Source: an optimization exercise on an open RTL-to-GDS flow (aim: a short achievable clock period and few clock cycles). Production flows keep margins and buffers that such runs may drop.
RTL that was checked went through simulation tests only; none was proved equivalent to the original.
Power and IR drop assume default switching activity.

// mips_core
module mips_core (
	input  logic        clk,
	input  logic        rst,
	output logic [31:0] pc,
	input  logic [31:0] instr,
	output logic        memwrite,
	output logic [31:0] memaddr,
	output logic [31:0] memwritedata,
	input  logic [31:0] memreaddata
);
Size: about 5700 cells after synthesis, about 71000 sq um of cells after synthesis.
clock: 9.0 ns
lec_check: 0
cap_margin: 20
core_margin: 2
core_utilization: 60
slew_margin: 20
synth_hierarchical: 1
synth_minimum_keep_size: 0
standard.sh (not shown) runs the stock make flow with config.mk's settings and CLKGATE_MAP_FILE= SYNTH_SCRIPT=/design/flow/synth_recipe.tcl, a recipe that flattens the netlist after the stock synthesis.
==> flow/flow/run.sh <==
#!/bin/bash
set -euo pipefail
bash standard.sh SETUP_SLACK_MARGIN=6 TNS_END_PERCENT=100 finish > standard.log 2>&1
Edit:
--- a/flow/design.v
+++ b/flow/design.v
@@ -262,23 +262,23 @@
 	logic        f_br;
 	logic        f_bpred;
 	logic [7:0]  f_lo;
 	logic        f_take;        
 	logic [31:0] f_jtarget;
 	logic        f_use_bt;
 	logic [31:0] f_other;
 	logic [31:0] f_next;
 	assign f_op = instr[31:26];
 	assign f_j  = f_op == 6'b000010;
 	assign f_br = f_op[5:1] == 5'b00010;
-	assign f_bpred = instr[15] || f_op[0];
+	assign f_bpred = (instr[25:21] == instr[20:16]) ? !f_op[0] : (instr[15] || f_op[0]);
 	inc_add #(.W(30)) f_inc (
 		.a (pc[31:2]),
 		.s (pc4[31:2])
 	);
 	assign pc4[1:0] = pc[1:0];
 	ks_add #(.W(8)) f_add (
 		.a    (pc[9:2]),
 		.b    (instr[7:0]),
 		.cin  (1'b1),
 		.s    (f_lo),
 		.cout ()
Effect:
- The new run produced a clean layout
- worst hold slack is better by 0.044 ns
- wire length decreases by 4.0%
- fmax increases by 2.8%
- cell area increases by 1.3%
- clock-buffer cell count increases by 3
- first-iteration DRC count decreases by 5.7%
No run of this note included a check of the RTL's function; only the layout flow was run.

* * *

mips_core, a different RTL version from the one above (not shown whole).
For scale: roughly 4300 cells after synthesis, ~160 I/O pins, about 65000 um2 of cells after synthesis.
==> module ks_add, before the edit <==
module ks_add #(
	parameter int W = 32
) (
	input  logic [W-1:0] a,
	input  logic [W-1:0] b,
	input  logic         cin,
	output logic [W-1:0] s,
	output logic         cout
);
	localparam int L = (W > 16) ? 5 : (W > 8) ? 4 : (W > 4) ? 3 : (W > 2) ? 2 : 1;   
	logic [W-1:0] p;
	logic [W-1:0] g [L+1];
	logic [W-1:0] q [L+1];   
	assign p    = a ^ b;
	assign g[0] = (a & b) | {{(W-1){1'b0}}, p[0] & cin};
	assign q[0] = {p[W-1:1], 1'b0};   
	for (genvar l = 0; l < L; l++) begin : g_lvl
		for (genvar i = 0; i < W; i++) begin : g_bit
			if (i >= (1 << l)) begin : g_op
				assign g[l+1][i] = g[l][i] | (q[l][i] & g[l][i-(1<<l)]);
				assign q[l+1][i] = q[l][i] & q[l][i-(1<<l)];
			end else begin : g_pass
				assign g[l+1][i] = g[l][i];
				assign q[l+1][i] = q[l][i];
			end
		end
	end
	assign s    = p ^ {g[L][W-2:0], cin};
	assign cout = g[L][W-1];
endmodule
export LEC_CHECK = 0
export CAP_MARGIN = 20
export CORE_MARGIN = 2
export CORE_UTILIZATION = 60
export SETUP_SLACK_MARGIN = 5
export SLEW_MARGIN = 20
export TNS_END_PERCENT = 100
create_clock -name core_clock -period 9.0 [get_ports {clk}]
run.sh (not shown) runs the stock make flow with config.mk's settings and CLKGATE_MAP_FILE= SYNTH_SCRIPT=/design/flow/synth_recipe.tcl, a recipe that flattens the netlist after the stock synthesis.
Stock flow here: none of the scripts above is used.
Testbench counts at the start, summed over its fixed seeds: cycles 26,129.
Then changed:
--- a/flow/design.v
+++ b/flow/design.v
@@ -91,13 +91,13 @@
 	input  logic [W-1:0] a,
 	input  logic [W-1:0] b,
 	input  logic         cin,
 	output logic [W-1:0] s,
 	output logic         cout
 );
-	localparam int L = (W > 16) ? 5 : (W > 8) ? 4 : (W > 4) ? 3 : (W > 2) ? 2 : 1;   
+	localparam int L = $clog2(W);
 	logic [W-1:0] p;
 	logic [W-1:0] g [L+1];
 	logic [W-1:0] q [L+1];   
 	assign p    = a ^ b;
 	assign g[0] = (a & b) | {{(W-1){1'b0}}, p[0] & cin};
 	assign q[0] = {p[W-1:1], 1'b0};   
After rerunning:
- total power does not change
- cell area stays the same
- critical path depth does not change
- area after synthesis is unchanged
- combinational power stays flat
- sequential cell count is unchanged
- maximum frequency is unchanged
- cell count does not change
- global-route usage stays the same
- non-clock buffer count does not change
- wire length stays the same
- setup slack does not change
Function not checked in the second run of this note: the RTL went through the layout flow alone.

## afterwards: timing with drivers on the ports
The flow's constraints put no driver on any port. The routed layouts listed below were extracted and timed again, unchanged, in two steps.
Step 1 sets driving cells, clkbuf_16 on the clock port and buf_2 on the other inputs (assumed; they add their load-dependent delay and slew).
Step 2 times the ports against the registers' clock, not the clock port: input delays grow and output delays shrink by t, the midpoint of the rising clock arrivals with the driver on.
Slacks: no drivers / after step 1 / after step 2; pairs: no drivers / after step 1.
run	t, ns	slack for setup (ns)	worst hold slack (ns)	clock arrival spread, ns
the first run of note 1	0.845	5.190 / 5.190 / 4.625	0.421 / 0.421 / 0.421	0.036 / 0.036
the second run of note 1	0.853	5.292 / 5.292 / 4.736	0.465 / 0.465 / 0.465	0.040 / 0.039
the first run of note 2	0.840	4.936 / 4.929 / 4.089	0.370 / 0.370 / 0.370	0.028 / 0.028
the second run of note 2	0.840	4.936 / 4.929 / 4.089	0.370 / 0.370 / 0.370	0.028 / 0.028
After both steps every run listed still meets setup and hold.
